Background: an optimization exercise with open tools, aiming at small area and few clock cycles. Do not read the settings as production practice. The RTL was checked by simulation tests, not by an equivalence proof against the original design. No activity file was given, so power comes from the tool's default toggle rates.

==> flow/design.v <==
`timescale 1ns / 1ps
package mte_pkg;
  localparam int POS_BITS = 32;
  localparam int MIN_LEN_BITS = 8;
  localparam logic [MIN_LEN_BITS-1:0] MIN_LEN_RESET = MIN_LEN_BITS'(32);
  localparam logic MODE_MATCH     = 1'b0;
  localparam logic MODE_BLOCK_END = 1'b1;
  typedef logic [POS_BITS-1:0] pos_t;
  typedef struct packed {
    logic        mode;
    logic [31:0] dest_pos;
    logic [31:0] src_pos;
    logic [31:0] match_len;
    logic [31:0] block_len;
  } item_t;
  typedef struct packed {
    logic        is_block_end;
    logic [31:0] literal_start;
    logic [31:0] literal_len;
    logic [31:0] src_offset;
    logic [31:0] kept_len;
    logic [31:0] block_unmatched;
    logic [31:0] block_matched;
    logic [31:0] block_overlap;
  } token_t;
  typedef struct packed {
    pos_t cursor;
    pos_t unmatched_count;
    pos_t matched_count;
    pos_t overlap_count;
  } state_t;
endpackage
`timescale 1ns / 1ps
module mte_add #(
  parameter int W  = 32,
  parameter int BK = 0
) (
  input  logic [W-1:0] a,
  input  logic [W-1:0] b,
  input  logic         ci,
  output logic [W-1:0] s,
  output logic         co
);
  localparam int N = W + 1;
  localparam int L = 6;   
  logic [N-1:0] p, g, cy;
  assign p = {a ^ b, 1'b0};
  assign g = {a & b, ci};
  always_comb begin
    logic [N-1:0] gx, px;
    gx = g;
    px = p;
    if (BK == 0) begin
      for (int l = 0; l < L; l++) begin
        for (int i = N - 1; i >= 0; i--) begin
          if ((i >> l) % 2 == 1) begin
            gx[i] = gx[i] | (px[i] & gx[((i >> l) << l) - 1]);
            px[i] = px[i] & px[((i >> l) << l) - 1];
          end
        end
      end
    end else begin
      for (int l = 0; l < L; l++) begin
        for (int i = N - 1; i >= 0; i--) begin
          if ((i + 1) % (2 << l) == 0) begin
            gx[i] = gx[i] | (px[i] & gx[i - (1 << l)]);
            px[i] = px[i] & px[i - (1 << l)];
          end
        end
      end
      for (int l = L - 2; l >= 0; l--) begin
        for (int i = N - 1; i >= 0; i--) begin
          if ((i + 1) % (2 << l) == (1 << l) && i >= (2 << l)) begin
            gx[i] = gx[i] | (px[i] & gx[i - (1 << l)]);
            px[i] = px[i] & px[i - (1 << l)];
          end
        end
      end
    end
    cy = gx;
  end
  assign s  = p[N-1:1] ^ cy[N-2:0];
  assign co = cy[N-1];
endmodule
module mte_step (
  input  mte_pkg::item_t                        item,
  input  mte_pkg::state_t                       state,
  input  logic [mte_pkg::MIN_LEN_BITS-1:0]      min_len,
  input  logic                                  take,
  output logic                                  emit,
  output mte_pkg::token_t                       token,
  output mte_pkg::state_t                       state_next
);
  logic        mode;
  logic [31:0] d, s, len, x, c;
  logic [31:0] t, lit, kb, kept, s_back, s_kept, unm, ov_op, m_sum, o_sum, e;
  logic        ahead, behind, kneg, e_co, keep, grow, add_m;
  logic [31:0] m_op;
  logic [7:0]  thr;
  assign mode = item.mode;
  assign d    = item.dest_pos;
  assign s    = item.src_pos;
  assign len  = item.match_len;
  assign c    = state.cursor;
  assign x    = mode ? item.block_len : d;
  mte_add #(32, 1) u_t (.a(x), .b(~c), .ci(1'b1), .s(t), .co(ahead));
  assign behind = !ahead;
  assign lit    = behind ? 32'd0 : t;
  logic [32:0] kf;
  logic        on_len;
  assign on_len = behind && !mode;
  mte_add #(33, 1) u_k (.a({1'b0, on_len ? len : state.unmatched_count}), .b({behind, t}),
                        .ci(1'b0), .s(kf), .co());
  assign kb   = kf[31:0];
  assign kneg = kf[32];
  assign thr    = min_len | {7'd0, behind && ~|min_len};
  assign keep   = !(behind && kneg) && ((|kept[31:8]) || (kept[7:0] >= thr));
  assign emit   = mode || keep;
  assign kept   = behind ? kb : len;
  mte_add #(32, 1) u_s (.a(s), .b(~t), .ci(1'b1), .s(s_back), .co());
  assign s_kept = behind ? s_back : s;
  assign unm = behind ? state.unmatched_count : kf[31:0];
  assign grow  = take && !mode;
  assign add_m = grow && keep;
  assign m_op  = add_m ? kept : 32'd0;
  mte_add #(32, 1) u_m (.a(state.matched_count), .b(m_op), .ci(1'b0), .s(m_sum), .co());
  assign ov_op = !grow ? 32'd0 : keep ? (behind ? ~t : 32'd0) : len;
  mte_add #(32, 1) u_o (.a(state.overlap_count), .b(ov_op), .ci(add_m && behind), .s(o_sum), .co());
  mte_add #(32, 1) u_e (.a(d), .b(len), .ci(1'b0), .s(e), .co(e_co));
  always_comb begin
    token                 = '0;
    token.is_block_end    = mode;
    token.literal_start   = c;
    token.literal_len     = lit;
    token.src_offset      = mode ? 32'd0 : s_kept;
    token.kept_len        = mode ? 32'd0 : kept;
    token.block_unmatched = mode ? unm : 32'd0;
    token.block_matched   = mode ? state.matched_count : 32'd0;
    token.block_overlap   = mode ? state.overlap_count : 32'd0;
    state_next               = state;
    state_next.overlap_count = o_sum;
    state_next.matched_count = m_sum;
    if (add_m) begin
      state_next.cursor          = e_co ? 32'hFFFF_FFFF : e;
      state_next.unmatched_count = unm;
    end
    if (take && mode) state_next = '0;
  end
endmodule
`timescale 1ns / 1ps
module match_token_emitter (
  input  logic                              clk,
  input  logic                              rst,
  input  logic                              item_valid,
  output logic                              item_ready,
  input  mte_pkg::item_t                    item,
  output logic                              token_valid,
  input  logic                              token_ready,
  output mte_pkg::token_t                   token,
  input  logic                              cfg_valid,
  output logic                              cfg_ready,
  input  logic [mte_pkg::MIN_LEN_BITS-1:0]  cfg_min_match_len
);
  logic [mte_pkg::MIN_LEN_BITS-1:0] min_len;
  mte_pkg::state_t                  state;
  mte_pkg::state_t                  state_next;
  logic                             emit;
  assign cfg_ready   = 1'b1;
  assign item_ready  = token_ready || !emit;
  assign token_valid = item_valid && token_ready && emit;
  always_ff @(posedge clk) begin
    if (rst) begin
      min_len <= mte_pkg::MIN_LEN_RESET;
    end else if (cfg_valid && cfg_ready) begin
      min_len <= cfg_min_match_len;
    end
  end
  mte_step u_step (
    .item       (item),
    .state      (state),
    .min_len    (min_len),
    .take       (item_valid && item_ready),
    .emit       (emit),
    .token      (token),
    .state_next (state_next)
  );
  always_ff @(posedge clk) begin
    if (rst) begin
      state <= '0;
    end else begin
      state <= state_next;
    end
  end
endmodule
==> flow/flow/run.sh <==
#!/bin/bash
# The standard layout, with two changes: the input and output port buffers
# are made from the smallest buffer cell (buf_1) instead of the cell
# buffer_ports picks itself, and synthesis leaves the adders to abc instead
# of mapping them onto the library's full- and half-adder cells first
# (ADDER_MAP_FILE empty). Registers come out of synthesis as in the standard
# flow. Each tool's full output goes to the log of its step under orfs/logs/,
# and make's own output to standard.log in this folder.
set -euo pipefail
bash standard.sh "BUFFER_PORTS_ARGS=-buffer_cell sky130_fd_sc_hd__buf_1" "ADDER_MAP_FILE=" finish > standard.log 2>&1
==> flow/standard.sh <==
#!/bin/bash
# synth_recipe.tcl (not shown) runs the flow's synth.tcl, then flattens the netlist and writes it again
# the make line also repeats each setting of config.mk as NAME=value (left out here)
make -C /OpenROAD-flow-scripts/flow DESIGN_CONFIG=/design/flow/config.mk WORK_HOME=/design/flow/orfs CLKGATE_MAP_FILE= SYNTH_SCRIPT=/design/flow/synth_recipe.tcl "${@:-finish}"
==> flow/config.mk <==
export PLATFORM = sky130hd
export DESIGN_NAME = match_token_emitter
export DESIGN_NICKNAME = match_token_emitter
export VERILOG_FILES = /design/flow/design.v
export SDC_FILE = /design/flow/constraint.sdc
export NUM_CORES = 4
export LEC_CHECK = 0
export ABC_AREA = 1
export CAP_MARGIN = 20
export CORE_MARGIN = 2
export CORE_UTILIZATION = 72
export CTS_BUF_LIST = sky130_fd_sc_hd__clkbuf_8
export SLEW_MARGIN = 20
==> flow/constraint.sdc <==
create_clock -name core_clock -period 10.0 [get_ports {clk}]
set_input_delay 2.0000 -clock core_clock [delete_from_list [all_inputs] [get_ports {clk}]]
set_output_delay 2.0000 -clock core_clock [all_outputs]
set_load 0.01 [all_outputs]
==> notes.md, run 1 <==
status complete, no violations; Diodes inserted 0; met2 usage around 76%; post-route insts no fill 3,743; GRT busiest layer met2; area grow syn2layout 10.02%; Synth Area in Simple Gates 43.89%; fill cell count around 1,900; #FFs+latches synth 136; critical path arrival between 7 and 8 ns; Final setup viols 0; Tot GR Track Use 47.69%; GR Util met3 about a tenth; CP Data Required Time around 8 ns; post-detail-place hpwl 44,440 um; critical path's slowest cell buf_4; CTS Buf Count 17; top post-synthesis cells by area nand2_1, dfxtp_1, inv_1; port bufs around 370; Setup crit start kind input port; Initial Util around 73%; kind of end point of the critical path output pin; Cell variety after synth 55; critical path type in -> out; worst-case clock skew approximately 0.025 ns; Die H ~150 um; leak pwr slightly below 10 nW; final hold violations 0; prevailing post-synth register cell dfxtp_1; largest family of logic cells by synthesized area simple AND/OR/NAND/NOR gates; max_cap viols 0; setup TNS 0 ns; Gate Count Post-Synth ~3,200; max_slew headroom between 20 and 30%; CTS tree done; EDFF count, synth 0; most frequent cells in the layout nand2_1, inv_1, nor2_1, buf_1, o21ai_0; Rows 55; drc violations 0; Period minus WS final 9.672 ns; worst r2r src state[103]; final slew viol count 0; power density over the cells around 140 nW/um^2; xor and xnor area share after synthesis around 4.5%; area of the core 22,500 sq um; commonest non-fill, non-tap cell in the layout nand2_1; Yosys top cell area share between 20% and 30%; global-route wire length before repair between 90,000 and 100,000 um; cell area after technology mapping between 15,000 and 20,000 sq um; Ports 370; initial antenna violation count 1; vias after detailed routing between 20,000 and 25,000; Worst path max stage delay about 0.4 ns; sequential area share after synthesis roughly 17%; fmax roughly 100 MHz; DIE WIDTH roughly 150 um; Post-Place Cell Area 17,590 sq um; multiplexer area fraction after synthesis 0.06098%; Worst Tran Pin Value 1.075 ns; Worst Setup SP item[128]; Post-Layout Inst Area ~18,000 sq um; initial drt markers approximately 2,700; RSZ-0062 raised after global routing yes; GRT met1 Usage ~56%; clock sinks 136; dpl cells between 3,000 and 4,000; Root Driver clkbuf_8; worst skew pair latency around 0.5 ns; Layout Nets between 3,000 and 4,000; r2r setup slk 2.64 ns; Synth area leader nand2_1; GP Congestion 1.064; total number of yosys warnings 4; fin crit share a little over nine tenths; Pwr Total 2.572 mW; Routed Antenna Nets 0; gr ovfl total 0; asr flop ratio synth 0%; clock-pin transition on the worst setup and hold timing paths 0.08 ns; Compound-Gate Fraction of Synth Area 18.33%; DIE AREA roughly 24,000 sq um; H-tree levels 4; cell mode on critical path nand2_1; syn_nets approximately 3,300; maximum vdd drop between 90 and 100 uV; layout cells sized above 1 4.887%; Syn Area/Cell ~5.2 sq um; largest net degree at the start of global routing approximately 100; WL final between 50,000 and 60,000 um; Crit Path Max Fanout 31; Hold WC Path Type reg -> reg; vias per cell roughly 5.8; DR pass1 iterations 9; Synth Area in Adders 0%; Min-Delay Startpoint state[83]; Clock Tree Buf Depth 2; vias in the first global route 19,480; wire length per cell approximately 16 um
-- registers in the layout, indices dropped and copies added, names as in the netlist --
signal   flops
min_len      8
state      128
-- cell families after synthesis --
group           after synthesis
mux                           1
flops                       136
other cells                   1
compound gates              551
buf+inv                     660
simple gates               1741
xor+xnor                     85
-- cell type report --
type	instances	area [sq um]	area share (%)
Inverter	518	1956	10.83
Sequential cell	136	2723	15.07
Multi-Input combinational cell	2379	11030	61.05
Clock buffer	17	234.0	1.295
Tap cell	285	356.6	1.974
Clock inverter	14	162.7	0.9006
Timing Repair Buffer	394	1603	8.874
-- power by group --
part           total (mW)  switching, mW  internal, mW
clock network       0.507          0.280         0.228
logic                1.47           1.03         0.432
registers           0.599         0.0261         0.573
total                2.57           1.34          1.23
-- timing repair --
item | in CTS | in global routing
buffers inserted | 0 | 2
endpoints found under the hold margin | 0 | 0
gates resized for setup | 0 | 24
hold buffers | 0 | 0
endpoints found under the setup margin | 0 | 39
-- cells in the mapped netlist (11+ instances only) --
| cell type | n |
|---|---|
| nand2_1 | 971 |
| inv_1 | 503 |
| nor2_1 | 433 |
| o21ai_0 | 245 |
| nand3_1 | 178 |
| a21oi_1 | 153 |
| dfxtp_1 | 136 |
| clkbuf_1 | 74 |
| xor2_1 | 50 |
| o21ai_1 | 49 |
| buf_4 | 42 |
| xnor2_1 | 35 |
| a31oi_1 | 31 |
| nor3_1 | 29 |
| or2_2 | 29 |
| nand4_1 | 28 |
| nand2_2 | 23 |
| buf_2 | 12 |
| o21a_1 | 12 |
| a21boi_0 | 11 |
| inv_2 | 11 |
-- metrics by stage --
| stage | utilization (%) | setup slack, ns | hold slack [ns] |
|---|---|---|---|
| finish | 80.26 | 0.3282 | 0.4817 |
| global route | 80.26 | -0.1438 | 0.5043 |
| floorplan | - | 1.245 | 0.4390 |
| detailed placement | 78.17 | 0.3058 | 0.4684 |
| CTS | 79.93 | 0.2379 | 0.4803 |
| global placement | 78.17 | 0.5494 | 0.4552 |
-- critical path: cells and delay by family --
family	cells	cell delay (ns)
AOI/OAI and AO/OA	2	0.36
buffers and inverters	7	1.46
and+or+nand+nor	30	3.81
-- per-layer routing --
metal / part of all wire [%] / vias to the layer above / wire (um)
li1: - / 10430 / -
met1: 36 / 9512 / 21200
met2: 43 / 1448 / 25490
met3: 12 / 394 / 6837
met4: 9.4 / 2 / 5571
met5: 0.020 / - / 12
-- worst paths after layout --
path	end	cells past startpoint
max	item_ready	39
min	state[83]	2
max reg2reg	state[30]	53
min reg2reg	state[83]	2
Testbench counts, summed over its fixed seeds: cycles 24,000.
==> run 2, diff against run 1 <==
--- a/flow/config.mk
+++ b/flow/config.mk
@@ -12,2 +12,3 @@
 export CTS_BUF_LIST = sky130_fd_sc_hd__clkbuf_8
+export GPL_ROUTABILITY_DRIVEN = 0
 export SLEW_MARGIN = 20
==> run 2 against run 1 <==
  * Still clean on timing, DRC and antenna
  * Sequential power is essentially flat
  * Non-clock buffer count fell by 4
  * Global-route usage fell by 1.1 points
  * Flip-flop and latch count unchanged
  * Design area up 0.11%
  * Die area unchanged
  * Wire length shrank 1.5%
  * Synthesized cell count unchanged
  * Sequential share of layout area hardly changed
  * First-iteration DRC count fell by 4.0%
  * Worst setup slack improved by 0.19 ns
  * Critical path type unchanged
==> notes.md, run 2 <==
Reg2Reg Capture Point state[62] (was state[30]); top post-synthesis cells by area nand2_1, dfxtp_1, inv_1 (unchanged); fin crit share 94.84% (was 96.72%); CTS Buf Count 17 (unchanged); Ports 370 (unchanged); worst hold path depth 2 (unchanged); worst skew pair latency 0.48 ns (was 0.50 ns); Synth area leader nand2_1 (unchanged); clock-pin transition on the worst setup and hold timing paths 0.09 ns (was 0.08 ns); critical path type in -> out (unchanged); max reg flops 128 (unchanged); kind of end point of the critical path output pin (unchanged); wire length per cell 15.58 um (was 15.79 um); initial drt markers 2,622 (was 2,730); layout cells sized above 1 4.719% (was 4.887%); syn_nets 3,317 (unchanged); commonest non-fill, non-tap cell in the layout nand2_1 (unchanged); Root Driver clkbuf_8 (unchanged); power density over the cells 143.0 nW/um^2 (was 142.4 nW/um^2); worst-case reg-to-reg path depth 54 (was 53); CP delay by family, top simple AND/OR/NAND/NOR gates (unchanged); largest reg by FF count state (unchanged); Syn Area/Cell 5.170 sq um (unchanged); Compound-Gate Fraction of Synth Area 18.33% (unchanged); #FFs+latches synth 136 (unchanged); Clock Tree Buf Depth 2 (unchanged); total number of yosys warnings 4 (unchanged); port bufs 368 (unchanged); xor and xnor area share after synthesis 4.535% (unchanged); final hold violations 0 (unchanged); final slew viol count 0 (unchanged); clock sinks 136 (unchanged); Die H 155.0 um (unchanged); max_slew headroom 29.45% (was 28.34%); Synth Area in Adders 0% (unchanged); biggest regs state x128, min_len x8 (unchanged); Rows 55 (unchanged); EDFF count, synth 0 (unchanged); vias per cell 5.825 (was 5.819); cell area after technology mapping 16,420 sq um (unchanged); status complete, no violations (unchanged); Gate Count Post-Synth 3,175 (unchanged); area of the core 22,500 sq um (unchanged); critical path arrival 7.48 ns (was 7.67 ns); leak pwr 9.850 nW (was 9.849 nW); final setup margin 0.5158 ns (was 0.3282 ns); most frequent cell after synthesis nand2_1 (unchanged); vias after detailed routing 21,780 (about the same); fmax 105.4 MHz (was 103.4 MHz); Place WS 0.2487 ns (was 0.3058 ns); DIE AREA 24,020 sq um (unchanged); critical path's slowest cell xor2_1 (was buf_4); post-detail-place hpwl 44,030 um (was 44,440 um); Synth Area in Simple Gates 43.89% (unchanged); DR pass1 iterations 8 (was 9); Period minus WS final 9.484 ns (was 9.672 ns); hold endpoint state[81] (was state[83]); Min-Delay Startpoint state[81] (was state[83]); vias in the first global route 19,620 (was 19,480); asr flop ratio synth 0% (unchanged); Layout Nets 3,584 (was 3,588); largest net degree at the start of global routing 112 (was 104); Worst path max stage delay 0.54 ns (was 0.39 ns); gr ovfl total 0 (unchanged); Worst Tran Pin Value 1.058 ns (was 1.075 ns); Diodes inserted 0 (unchanged); worst r2r src state[100] (was state[103]); maximum vdd drop 109.8 uV (was 95.57 uV); global-route wire length before repair 91,110 um (was 92,870 um); Post-CTS Hold Fix Bufs 0 (unchanged); Crit Path Max Fanout 26 (was 31); cell mode on critical path nand2_1 (unchanged); Routed Antenna Nets 0 (unchanged); Final setup viols 0 (unchanged); prevailing post-synth register cell dfxtp_1 (unchanged); H-tree levels 4 (unchanged); worst-case clock skew 0.01855 ns (was 0.02478 ns); Initial Util 72.95% (unchanged); Layout Utilization 80.35% (was 80.26%); sequential area share after synthesis 16.59% (unchanged); CP Data Required Time 8.00 ns (about the same); DIE WIDTH 155.0 um (unchanged); WL final 58,250 um (was 59,120 um); drc violations 0 (unchanged); CP bufs+invs 4 (was 7); CTS tree done (unchanged); Setup crit start kind input port (unchanged); r2r setup slk 2.55 ns (was 2.64 ns); Cell variety after synth 55 (unchanged); most frequent cells in the layout nand2_1, inv_1, nor2_1, buf_1, o21ai_0 (unchanged); multiplexer area fraction after synthesis 0.06098% (unchanged); Yosys top cell area share 22.20% (unchanged); Hold Slack 0.4778 ns (was 0.4817 ns); initial antenna violation count 0 (was 1); max_cap viols 0 (unchanged); largest family of logic cells by synthesized area simple AND/OR/NAND/NOR gates (unchanged); Post-synth top cells nand2_1, inv_1, nor2_1 (unchanged); Hold WC Path Type reg -> reg (unchanged); Tot GR Track Use 46.64% (was 47.69%); area grow syn2layout 10.14% (was 10.02%)
## run 2: cell count changes in the layout (fill, tap and decap cells not counted), moves of 2 or more
cell	previous run	this run
nor2_2	10	8
buf_1	365	367
nand2_2	23	25
buf_4	24	19
o21ai_1	51	53
clkbuf_2	2	0
nand2_1	970	968
xnor2_1	33	31
nor2_1	431	433
## run 2: repair_timing
item                       in CTS  in global routing
resized for setup               0                 22
setup endpoints to repair       0                 25
setup buffers                   0                  1
hold endpoints to repair        0                  0
## run 2: kinds of logic (layout without fill, tap and decap cells)
logic type	after synthesis	after routing
AOI/OAI and AO/OA	551	551
DFF	136	136
and+or+nand+nor	1741	1741
buffers and inverters	660	939
other	1	1
muxes	1	1
xor gates and xnor gates	85	85
## run 2: power breakdown
group / switching (mW) / internal, mW / total, mW
clock network: 0.279 / 0.254 / 0.533
logic: 1.02 / 0.432 / 1.45
registers: 0.0260 / 0.573 / 0.599
## run 2: metrics by stage
| stage | setup TNS [ns] | power [mW] | instance area (sq um) | instances |
|---|---|---|---|---|
| final | 0 | 2.586 | 18080 | 3739 |
| after global routing | -0.05728 | 2.742 | 18080 | 3739 |
| after CTS | 0 | 2.514 | 18000 | 3738 |
| after detailed placement | 0 | 1.989 | 17580 | 3707 |
| after global placement | 0 | 1.950 | 17580 | 3707 |
| after floorplan | 0 | 1.608 | 16420 | 3175 |
## run 2: how the worst max path moves through the flow
stage	endpoint	cells past startpoint	from	slack, ns
finish	token[158]	46	item[128]	0.52
global route	token[158]	52	item[128]	-0.03
CTS	token[158]	50	item[128]	0.17
detailed placement	token[158]	50	item[128]	0.25
global placement	token[158]	52	item[128]	0.60
floorplan	token[158]	52	item[128]	1.24
## run 2: cell type report
class,count,area (sq um)
multi-input combinational,2379,11050
tap,285,356.6
clock inverter,14,188.9
timing repair buffer,390,1583
sequential,136,2723
clock buffer,17,234.0
fill,1914,4422
inverter,518,1951
## run 2: worst min-delay path, stage by stage (launching register included)
cell     delay, ns
dfxtp_1       0.31
inv_1         0.07
a21oi_1       0.06
## run 2: metal layers
metal,vias up,wire length (um),track usage [%]
met1,9434,20700,53.40
met4,0,5964,40.78
met2,1480,25020,75.20
li1,10440,-,-
met5,-,0,0
met3,428,6568,8.106
==> run 3, diff against run 2 <==
--- a/flow/config.mk
+++ b/flow/config.mk
@@ -12,3 +12,3 @@
 export CTS_BUF_LIST = sky130_fd_sc_hd__clkbuf_8
-export GPL_ROUTABILITY_DRIVEN = 0
+export PLACE_DENSITY = 0.9
 export SLEW_MARGIN = 20
==> run 3 against run 2 <==
  * Synthesized area stayed put
  * Synthesized cell count stayed put
  * Critical path depth is 2 higher
  * Clock skew is 0.0013 ns lower
  * Largest cell class unchanged
  * Flip-flop and latch count stayed put
  * Register-to-register slack better by 0.11 ns
  * Worst setup slack worse by 0.0027 ns
  * Wire length is 1.9% higher
  * First-iteration DRC count is 1.7% higher
  * Design area is 0.29% lower
  * Global-route usage is 0.94 points higher
  * Still clean
  * Core utilization is 0.23 points lower
==> notes.md, run 3 <==
final setup margin 0.5132 ns (was 0.5158 ns); Min-Delay Startpoint state[77] (was state[81]); max_cap viols 0 (unchanged); global-route wire length before repair 93,190 um (was 91,110 um); critical path type in -> out (unchanged); Place WS 0.2857 ns (was 0.2487 ns); H-tree levels 4 (unchanged); vias after detailed routing 22,050 (was 21,780); layout cells sized above 1 4.690% (was 4.719%); number of setup buffers added after CTS 0 (unchanged); Hold WC Path Type reg -> reg (unchanged); CP bufs+invs 5 (was 4); clock-pin transition on the worst setup and hold timing paths 0.10 ns (was 0.09 ns); biggest regs state x128, min_len x8 (unchanged); r2r setup slk 2.66 ns (was 2.55 ns); leak pwr 9.820 nW (was 9.850 nW); drc violations 0 (unchanged); max_slew headroom 35.18% (was 29.45%); fill cell count 1,885 (was 1,914); port bufs 368 (unchanged); Initial Util 72.95% (unchanged); total number of yosys warnings 4 (unchanged); GP Congestion roughly 1.1; CP delay by family, top simple AND/OR/NAND/NOR gates (unchanged); Worst path max stage delay 0.22 ns (was 0.54 ns); worst-case clock skew 0.01724 ns (was 0.01855 ns); dpl cells 3,707 (unchanged); Psw 1.352 mW (was 1.328 mW); cell area after technology mapping 16,420 sq um (unchanged); commonest non-fill, non-tap cell in the layout nand2_1 (unchanged); EDFF count, synth 0 (unchanged); status complete, no violations (unchanged); area grow syn2layout 9.824% (was 10.14%); Die H 155.0 um (unchanged); Clock Tree Buf Depth 2 (unchanged); worst hold path depth 2 (unchanged); fmax 105.4 MHz (about the same); Seq pwr share 23.4% (was 23.2%); Yosys top cell area share 22.20% (unchanged); vias per cell 5.895 (was 5.825); Synth area leader nand2_1 (unchanged); setup TNS 0 ns (unchanged); Worst Setup SP item[128] (unchanged); DIE AREA 24,020 sq um (unchanged); fin crit share 94.87% (was 94.84%); worst-case reg-to-reg path depth 57 (was 54); clock power share 19.8% (was 20.6%); post-route insts no fill 3,740 (was 3,739); cell mode on critical path nand2_1 (unchanged); DR pass1 iterations 12 (was 8); Pwr Total 2.567 mW (was 2.586 mW); largest reg by FF count state (unchanged); hold endpoint state[77] (was state[81]); CTS Buf Count 17 (unchanged); post-detail-place hpwl 45,310 um (was 44,030 um); Layout Utilization 80.12% (was 80.35%); initial drt markers 2,667 (was 2,622); max reg flops 128 (unchanged); final hold violations 0 (unchanged); Root Driver clkbuf_8 (unchanged); area of the core 22,500 sq um (unchanged); syn_nets 3,317 (unchanged); prevailing post-synth register cell dfxtp_1 (unchanged); Syn Area/Cell 5.170 sq um (unchanged); Rows 55 (unchanged); Cell variety after synth 55 (unchanged); most frequent cells in the layout nand2_1, inv_1, nor2_1, buf_1, o21ai_0 (unchanged); worst skew pair latency 0.48 ns (about the same); Post-synth top cells nand2_1, inv_1, nor2_1 (unchanged); Layout Nets 3,583 (was 3,584); Setup crit start kind input port (unchanged); CP Data Required Time 8.00 ns (about the same); Crit Path Max Fanout 18 (was 26); maximum vdd drop 97.66 uV (was 109.8 uV); WL final 59,340 um (was 58,250 um); cell-internal power 1.215 mW (was 1.258 mW); Tot GR Track Use 47.58% (was 46.64%); most frequent cell after synthesis nand2_1 (unchanged); critical path's slowest cell o21a_1 (was xor2_1); Routed Antenna Nets 0 (unchanged); largest net degree at the start of global routing 121 (was 112); combinational group share of total power 56.8% (was 56.2%); kind of end point of the critical path output pin (unchanged); critical path arrival 7.49 ns (was 7.48 ns); clock sinks 136 (unchanged); asr flop ratio synth 0% (unchanged); sequential area share after synthesis 16.59% (unchanged); switching part of the total 52.66% (was 51.35%); #FFs+latches synth 136 (unchanged); DIE WIDTH 155.0 um (unchanged); power density over the cells 142.4 nW/um^2 (was 143.0 nW/um^2); CTS tree done (unchanged); top post-synthesis cells by area nand2_1, dfxtp_1, inv_1 (unchanged); Ports 370 (unchanged); gr ovfl total 0 (unchanged); Period minus WS final 9.487 ns (was 9.484 ns); Final setup viols 0 (unchanged); worst r2r src state[98] (was state[100]); wire length per cell 15.87 um (was 15.58 um); Reg2Reg Capture Point state[30] (was state[62]); initial antenna violation count 1 (was 0); vias in the first global route 19,850 (was 19,620); final slew viol count 0 (unchanged); Gate Count Post-Synth 3,175 (unchanged); Worst Tran Pin Value 0.9709 ns (was 1.058 ns)
## run 3: stage by stage
stage | hold slack [ns] | cell area (sq um)
after floorplan | 0.4390 | 16420
after detailed placement | 0.4622 | 17570
after global placement | 0.4525 | 17570
final | 0.4767 | 18030
after CTS | 0.4772 | 17970
after global routing | 0.5000 | 18030
## run 3: per-layer routing
layer  GRT usage [%]  up-vias  share of wire (%)
li1                -    10410                  -
met1           53.83     9559                 35
met2           76.93     1644                 43
met3           11.28      433                 13
met4           38.01        0                9.5
met5               0        -                  0
## run 3: area by class of cell
cell class	count	area, sq um	share of cell area, %
Tap cell	285	356.6	1.978
Inverter	518	1951	10.82
Clock buffer	18	247.7	1.374
Antenna cell	1	2.502	0.01388
Timing Repair Buffer	389	1567	8.689
Multi-Input combinational cell	2379	11020	61.14
Clock inverter	14	158.9	0.8814
Sequential cell	136	2723	15.10
## run 3: how the worst max path moves through the flow
stage               depth (start not counted)         end  slack, ns
floorplan                                  52  token[158]       1.24
global placement                           50  token[158]       0.56
detailed placement                         50  token[158]       0.29
CTS                                        50  token[158]       0.22
global route                               52  token[158]      -0.13
finish                                     48  token[154]       0.51
## run 3: worst register-to-register path, delay by kind of cell, from the launching register on
kind / cells / cell delay, ns
buffers and inverters: 5 / 0.85
DFF: 1 / 0.39
AOI/OAI and AO/OA: 1 / 0.16
and+or+nand+nor: 50 / 5.52
xor gates and xnor gates: 1 / 0.37
## run 3: kinds of logic after synthesis
kind of cell / Yosys count / synth area share (%)
compound gates: 551 / 18.33
xor+xnor: 85 / 4.535
buf+inv: 660 / 16.57
flops: 136 / 16.59
mux: 1 / 0.06098
other cells: 1 / 0.02284
simple gates: 1741 / 43.89
## run 3: what timing repair did
item,in CTS,in global routing
endpoints found under the setup margin,0,30
gates resized for setup,0,21
hold buffers,0,0
## run 3: power groups by stage
stage / clock network, mW / registers (mW) / logic [mW]
final: 0.508 / 0.599 / 1.46
after global routing: 0.522 / 0.602 / 1.60
after CTS: 0.500 / 0.598 / 1.40
after detailed placement: 0 / 0.610 / 1.38
after global placement: 0 / 0.609 / 1.35
after floorplan: 0 / 0.602 / 1.01
==> run 4, diff against run 3 <==
==> flow/flow/run.sh (replaced) <==
#!/bin/bash
# The standard layout with three changes:
#  - synthesis leaves the adders to abc instead of mapping them onto the
#    library's full- and half-adder cells first (ADDER_MAP_FILE empty);
#  - after the standard synthesis, the combinational logic of its netlist is
#    mapped again by abc for area (flow/remap.abc); every register stays the
#    instance, name and cell the standard synthesis gave it;
#  - the input and output port buffers are made from the smallest buffer
#    cell (buf_1) instead of the cell buffer_ports picks itself.
# Logs in this folder: synth.log (make, synthesis), remap.log (yosys, the
# second mapping), remap_eq.log (yosys, its equivalence proof), standard.log
# (make, the rest); each ORFS step also keeps
# its tool's full output under orfs/logs/.
set -euo pipefail
W=$(pwd)
R=$W/orfs/results/sky130hd/match_token_emitter/base
PLAT=$FLOW_HOME/platforms/sky130hd
LIB=$PLAT/lib/sky130_fd_sc_hd__tt_025C_1v80.lib
YOSYS=$(command -v yosys || echo "$FLOW_HOME/../tools/install/yosys/bin/yosys")
ARGS=("BUFFER_PORTS_ARGS=-buffer_cell sky130_fd_sc_hd__buf_1" "ADDER_MAP_FILE=")

bash standard.sh "${ARGS[@]}" synth > synth.log 2>&1

# the platform's don't-use cells, as the standard synthesis hands them to abc
DONT_USE=$(awk '/DONT_USE_CELLS \+=/{f=1} f{print} f&&!/\\$/{exit}' "$PLAT/config.mk" \
  | grep -o 'sky130_fd_sc_hd__[a-z0-9_]*' | sed 's/^/-dont_use /' | tr '\n' ' ')
cp "$R/1_2_yosys.v" "$R/1_2_yosys_standard.v"
cat > remap.ys <<EOT
read_liberty -ignore_miss_func $LIB
read_verilog $R/1_2_yosys_standard.v
hierarchy -check -top $FLOW_TOP
setattr -mod -set keep_hierarchy 1 sky130_fd_sc_hd__dfxtp_1
flatten
opt_clean -purge
abc -script $W/flow/remap.abc -liberty $LIB $DONT_USE
opt_clean -purge
hilomap -singleton -hicell sky130_fd_sc_hd__conb_1 HI -locell sky130_fd_sc_hd__conb_1 LO
splitnets
opt_clean -purge
read_liberty -lib -overwrite $LIB
hierarchy -check -top $FLOW_TOP
check -assert
stat -liberty $LIB
select $FLOW_TOP
write_verilog -noattr -noexpr -selected $R/1_2_yosys_remap.v
EOT
# the second mapping is kept only if it is proven to do what the standard
# netlist does, register for register
cat > remap_eq.ys <<EOT
read_liberty -ignore_miss_func $LIB
read_verilog $R/1_2_yosys_standard.v
rename $FLOW_TOP gold
read_verilog $R/1_2_yosys_remap.v
rename $FLOW_TOP gate
flatten gold gate
rename -hide gold/w:_* gate/w:_*
opt_clean -purge
equiv_make gold gate eq
hierarchy -top eq
equiv_simple
equiv_induct -seq 1
equiv_status -assert
EOT
if "$YOSYS" -s remap.ys > remap.log 2>&1 && "$YOSYS" -s remap_eq.ys > remap_eq.log 2>&1; then
  cp "$R/1_2_yosys_remap.v" "$R/1_2_yosys.v"
  rm -f "$R/1_synth.odb" "$R/1_synth.sdc"
fi

bash standard.sh "${ARGS[@]}" finish > standard.log 2>&1
==> flow/flow/remap.abc (new file) <==
strash
dch
map -a
topo
--- a/flow/config.mk
+++ b/flow/config.mk
@@ -10,5 +10,3 @@
 export CORE_MARGIN = 2
-export CORE_UTILIZATION = 72
-export CTS_BUF_LIST = sky130_fd_sc_hd__clkbuf_8
-export PLACE_DENSITY = 0.9
+export CORE_UTILIZATION = 65
 export SLEW_MARGIN = 20
==> run 4 against run 3 <==
  * The run now fails in clock tree synthesis (4_1_cts)
  * Synthesized cell count down 16%
  * Synthesized area down 14%
==> notes.md, run 4 <==
post-CTS resize count 425 (was 0); H-tree levels 4 (unchanged); Clock Tree Buf Depth 2 (unchanged); port bufs 368 (unchanged); Gate Count Post-Synth 2,657 (was 3,175); syn_nets 2,799 (was 3,317); status did not finish (was complete, no violations); Stop stage clock tree synthesis (4_1_cts); Post-Place Cell Area 20,110 sq um (was 17,570 sq um); number of setup buffers added after CTS 88 (was 0); GP Congestion 1.035 (was 1.108); Rows 53 (was 55); cell area after technology mapping 14,120 sq um (was 16,420 sq um); Die H 151.4 um (was 155.0 um); DIE WIDTH 151.4 um (was 155.0 um); post-detail-place hpwl 56,050 um (was 45,310 um); Err [ERROR DPL-0038] Utilization greater than 100%, impossible to legalize; Ports 370 (unchanged); Initial Util 66.73% (was 72.95%); CTS Buf Count 17 (unchanged); Post-CTS Hold Fix Bufs 0 (unchanged); total number of yosys warnings 4 (unchanged); Syn Area/Cell 5.313 sq um (was 5.170 sq um); Root Driver clkbuf_16 (was clkbuf_8)
run 4: how the worst max path moves through the flow:
stage	slack, ns	cells past startpoint	to
global placement	-1.49	68	state[30]
floorplan	-6.45	67	state[31]
detailed placement	-2.48	68	state[30]
run 4: power by group through the flow:
| stage | combinational, mW | clock [mW] | sequential [mW] |
|---|---|---|---|
| floorplan | 0.931 | 0 | 0.603 |
| global placement | 1.72 | 0 | 0.603 |
| detailed placement | 1.84 | 0 | 0.606 |
run 4: per-stage QoR:
stage | setup WS [ns] | setup TNS (ns) | instances
2_1_floorplan | -6.446 | -720.53 | 2657
3_3_place_gp | -1.486 | -45.50 | 3809
3_5_place_dp | -2.478 | -108.24 | 3809
==> run 5, diff against run 4 <==
==> flow/flow/remap.abc (replaced) <==
strash
&get -n
&st
&dch
&nf
&put
topo
stime -c
buffer -c
upsize -c -D 6000
dnsize -c -D 6000
==> run 5 against run 4 <==
  * The run fails in global routing (5_1_grt)
  * Synthesized cell count decreased by 20%
  * Synthesized area increased by 5.5%
==> notes.md, run 5 <==
worst_ep kind sequential cell input; Err [ERROR GRT-0232] Routing congestion too high. Check the congestion heatmap in the GUI. (was [ERROR DPL-0038] Utilization greater than 100%, impossible to legalize); Root Driver clkbuf_16 (unchanged); gr ovfl total between 2,000 and 2,500; Die H 155.3 um (was 151.4 um); CTS Buf Count 17 (unchanged); H-tree levels 4 (unchanged); largest net degree at the start of global routing 86; Clock Tree Buf Depth 2 (unchanged); status did not finish (unchanged); Tot GR Track Use 105.5%; Post-CTS Hold Fix Bufs 0 (unchanged); DIE WIDTH 155.3 um (was 151.4 um); port bufs 368 (unchanged); Ports 370 (unchanged); post-detail-place hpwl 47,700 um (was 56,050 um); cell area after technology mapping 14,890 sq um (was 14,120 sq um); Place WS -0.7998 ns (was -2.478 ns); total number of yosys warnings 4 (unchanged); grt repair worst endpoint state[31]$_SDFF_PP0_/D; Initial Util 65.95% (was 66.73%); GP Congestion 1.064 (was 1.035); Stop stage global routing (5_1_grt) (was clock tree synthesis (4_1_cts)); Gate Count Post-Synth 2,136 (was 2,657); Rows 55 (was 53); Syn Area/Cell 6.969 sq um (was 5.313 sq um); syn_nets 2,278 (was 2,799)
## run 5: power by group through the flow
stage / clock network (mW) / registers, mW / logic [mW]
floorplan: 0 / 0.609 / 0.984
global placement: 0 / 0.613 / 1.74
detailed placement: 0 / 0.615 / 1.79
CTS: 0.661 / 0.604 / 1.86
## run 5: worst max-delay path by stage
stage	start	end	slack (ns)
after CTS	item[128]	token[158]	0.003
after detailed placement	item[128]	state[22]	-0.80
after global placement	item[128]	token[158]	-0.31
after floorplan	item[128]	token[157]	0.05
## run 5: layer usage
layer | GRT overflow | track usage, %
met4 | 543 | 122.2
met5 | 8 | 60.46
met3 | 53 | 83.06
met1 | 55 | 91.06
met2 | 1763 | 136.8
## run 5: through the flow
stage	instance area, sq um	std cells
3_5_place_dp	19760	3155
4_1_cts	20670	3197
2_1_floorplan	14900	2136
3_3_place_gp	19760	3155
## run 5: repair_timing
| item | in CTS |
|---|---|
| cloned | 0 |
| pin swaps | 27 |
| buffers inserted | 10 |
| setup endpoints to repair | 38 |
| resized for setup | 49 |
==> run 6, diff against run 5 <==
--- a/flow/flow/remap.abc
+++ b/flow/flow/remap.abc
@@ -4,3 +4,3 @@
 &dch
-&nf
+&nf -R 1000
 &put
==> run 6 against run 5 <==
  * The run again fails in global routing (5_1_grt)
  * Synthesized area down 3.0%
  * Synthesized cell count down 4.3%
==> notes.md, run 6 <==
status did not finish (unchanged); Stop stage global routing (5_1_grt) (unchanged); Err [ERROR GRT-0116] Global routing finished with congestion. Check the congestion regions in the DRC Viewer. (was [ERROR GRT-0232] Routing congestion too high. Check the congestion heatmap in the GUI.); CTS Buf Count 17 (unchanged); total number of yosys warnings 4 (unchanged); post-detail-place hpwl 43,600 um (was 47,700 um); DIE WIDTH 153.0 um (was 155.3 um); Syn Area/Cell 7.058 sq um (was 6.969 sq um); global-route wire length before repair 149,800 um; GP Congestion 0.9617 (was 1.064); cell area after technology mapping 14,430 sq um (was 14,890 sq um); Gate Count Post-Synth 2,045 (was 2,136); port bufs 368 (unchanged); gr ovfl total 187; Clock Tree Buf Depth 2 (unchanged); H-tree levels 4 (unchanged); vias in the first global route between 20,000 and 30,000; largest net degree at the start of global routing around 120; Rows 54 (was 55); Tot GR Track Use approximately 82%; Initial Util 66.14% (was 65.95%); Post-CTS Hold Fix Bufs 0 (unchanged); Ports 370 (unchanged); syn_nets 2,187 (was 2,278); Root Driver clkbuf_16 (unchanged); Die H 153.0 um (was 155.3 um)
==> run 6: what timing repair did <==
item,CTS
buffers inserted,102
setup endpoints to repair,75
gates resized for setup,48
gates cloned,2
pin swaps,27
==> run 6: per-stage QoR <==
step                total power [mW]  setup WS (ns)  instance area, sq um  setup TNS, ns  instances
CTS                            3.235        -0.5678                 20760         -11.12       3191
detailed placement             2.359         -1.108                 19160         -49.13       3056
global placement               2.301        -0.6739                 19160         -25.00       3056
floorplan                      1.581        -0.3950                 14570         -1.614       2045
==> run 6: power by group through the flow <==
| stage | registers (mW) | logic (mW) | clock network (mW) |
|---|---|---|---|
| detailed placement | 0.610 | 1.75 | 0 |
| global placement | 0.608 | 1.69 | 0 |
| floorplan | 0.605 | 0.976 | 0 |
| CTS | 0.598 | 1.99 | 0.645 |
==> run 6: how the worst max path moves through the flow <==
stage / start / to / slack (ns) / cells past startpoint
2_1_floorplan: item[128] / token[157] / -0.39 / 40
3_3_place_gp: item[128] / state[63] / -0.67 / 49
3_5_place_dp: item[128] / state[63] / -1.11 / 52
4_1_cts: item[128] / token[158] / -0.57 / 42
==> run 6: layer usage <==
layer	overflow	GRT usage (%)
met1	6	80.65
met2	99	99.23
met3	2	65.92
met4	79	87.57
met5	1	39.34
==> run 7, diff against run 6 <==
==> flow/flow/remap.abc (replaced) <==
strash
dch
map -B 0.9
topo
stime -c
buffer -c
upsize -c -D 6000
dnsize -c -D 6000
==> run 7 against run 6 <==
  * Now clean on timing, DRC and antenna
  * Synthesized cell count rose by 54%
  * Synthesized area rose by 9.5%
==> notes.md, run 7 <==
post-detail-place hpwl 44,430 um (was 43,600 um); Post-Place Cell Area 17,550 sq um (was 19,160 sq um); initial drt markers about 2,300; drc violations 0; Die H 159.9 um (was 153.0 um); r2r setup slk roughly 2.6 ns; final hold violations 0; max reg flops 128; clock sinks ~140; final setup margin 0.5150 ns; clock-pin transition on the worst setup and hold timing paths around 0.07 ns; Post-CTS Hold Fix Bufs 0 (unchanged); vias per cell 5.783; Period minus WS final roughly 9.5 ns; total number of yosys warnings 4 (unchanged); critical path arrival around 7.5 ns; DIE WIDTH 159.9 um (was 153.0 um); layout cells sized above 1 between 3 and 4%; GP Congestion 1.010 (was 0.9617); worst-case clock skew 0.01595 ns; vias after detailed routing approximately 22,000; biggest regs state x128, min_len x8; CTS tree done; commonest non-fill, non-tap cell in the layout nand2_1; worst skew pair latency around 0.45 ns; Final setup viols 0; Min-Delay Startpoint state[69]; Routed Antenna Nets 0; Tot GR Track Use between 40% and 50%; status complete, no violations (was did not finish); Root Driver clkbuf_16 (unchanged); hold endpoint state[69]; cell area after technology mapping 15,810 sq um (was 14,430 sq um); global-route wire length before repair 91,690 um; port bufs 368 (unchanged); Pwr Total roughly 2.8 mW; largest net degree at the start of global routing 96; CTS Buf Count 17 (unchanged); Worst path max stage delay 0.30 ns; Hold WC Path Type reg -> reg; Ports 370 (unchanged); Reg2Reg Capture Point state[26]; critical path type in -> out; syn_nets 3,284 (was 2,187); DR pass1 iterations 9; Worst Tran Pin Value ~1.1 ns; Syn Area/Cell 5.031 sq um (was 7.058 sq um); Place WS -0.01018 ns (was -1.108 ns); critical path's slowest cell or2_2; kind of end point of the critical path output pin; Setup crit start kind input port; Gate Count Post-Synth 3,142 (was 2,045); Post-Layout Inst Area around 18,000 sq um; area grow syn2layout 15.50%; Worst Setup SP item[128]; vias in the first global route between 15,000 and 20,000; leak pwr around 10 nW; maximum vdd drop around 110 uV; DIE AREA roughly 26,000 sq um; area of the core 24,110 sq um; H-tree levels 4 (unchanged); wire length per cell between 15 and 20 um; Layout Utilization around 76%; power density over the cells 152.4 nW/um^2; fmax 105.4 MHz; max_cap viols 0; fin crit share 94.85%; Clock Tree Buf Depth 2 (unchanged); Layout Nets roughly 3,600; worst r2r src state[101]; Crit Path Max Fanout 20; max_slew headroom 29.57%; largest reg by FF count state; cell mode on critical path nand2_1; worst hold path depth 2; worst-case reg-to-reg path depth 55; gr ovfl total 0; WL final 59,130 um; final slew viol count 0; initial antenna violation count 3; Rows 57 (was 54); most frequent cells in the layout nand2_1, inv_1, buf_1, nor2_1, nand3_1; Initial Util 65.58% (was 66.14%); CP Data Required Time ~8 ns
-- run 7: worst max-delay path by stage --
| stage | slack (ns) | cells after the start | endpoint |
|---|---|---|---|
| floorplan | 1.19 | 45 | token[154] |
| global placement | 0.24 | 51 | token[154] |
| detailed placement | -0.01 | 51 | token[154] |
| CTS | 0.08 | 50 | token[154] |
| global route | -0.06 | 47 | token[154] |
| finish | 0.52 | 47 | token[154] |
-- run 7: critical path: cells and delay by family --
family,cells,cell delay [ns]
simple gates,28,2.78
xor+xnor,2,0.35
buf+inv,8,1.04
compound gates,9,1.32
-- run 7: cell type report --
class | instances | area (sq um)
well taps | 324 | 405.4
inverters | 532 | 2009
clock inverters | 15 | 150.1
multi-input cells | 2387 | 10830
flip-flops and latches | 136 | 2723
repair buffers | 402 | 1715
clock buffers | 17 | 425.4
fillers | 2174 | 5848
diodes | 1 | 2.502
-- run 7: layer usage --
layer	GRT usage [%]	vias to the layer above	part of all wire, %	wire length [um]
met1	47.81	9634	35	20830
met2	74.22	1456	45	26750
met5	0	-	0.046	27
met3	8.961	434	11	6337
li1	-	10530	-	-
met4	34.52	4	8.8	5184
-- run 7: per-stage QoR --
stage	hold slack (ns)	instances	setup TNS, ns
after floorplan	0.4390	3142	0
after global placement	0.4491	3777	0
after detailed placement	0.4545	3777	-0.01018
after CTS	0.4652	3809	0
after global routing	0.4898	3813	-0.05978
final	0.4641	3814	0
-- run 7: where the power goes --
group,internal [mW],switching (mW)
registers,0.574,0.0252
clock network,0.334,0.322
logic,0.450,1.08
total,1.36,1.43
-- run 7: repair_timing --
action | 4_1_cts | 5_1_grt
pin swaps | 0 | 2
resized for setup | 1 | 24
gates cloned | 0 | 1
setup buffers | 0 | 3
setup endpoints to repair | 1 | 31

separate check: timing with driven ports:
Ports are ideal in the flow. The routed layouts listed here were re-timed in OpenROAD.
Step 1 assumes that a clkbuf_16 drives the clock port and a buf_2 every other input.
Step 2 moves the port delays by t, midway between the first and last clock arrival at a register: inputs arrive t later, outputs are due t later. That takes back most of the time a late clock gives input paths.
Three values: ideal, step 1, step 2; two values: the first two.
run	t (ns)	setup slack, ns	hold slack, ns	latest minus earliest clock arrival (ns)	slew at the worst register clock pin (ns)
run 1	0.538	0.328 / 0.269 / 0.062	0.482 / 0.482 / 0.482	0.025 / 0.025	0.11 / 0.11
run 2	0.526	0.516 / 0.460 / 0.272	0.478 / 0.478 / 0.478	0.018 / 0.018	0.11 / 0.11
run 3	0.520	0.513 / 0.478 / 0.289	0.477 / 0.477 / 0.477	0.017 / 0.017	0.11 / 0.11
run 7	0.498	0.515 / 0.477 / 0.389	0.464 / 0.464 / 0.464	0.016 / 0.016	0.08 / 0.08
After both steps every run listed still meets setup and hold. The setup slack of run 1, which loses most, moves by -0.059 ns with the drivers and by -0.266 ns with both steps.
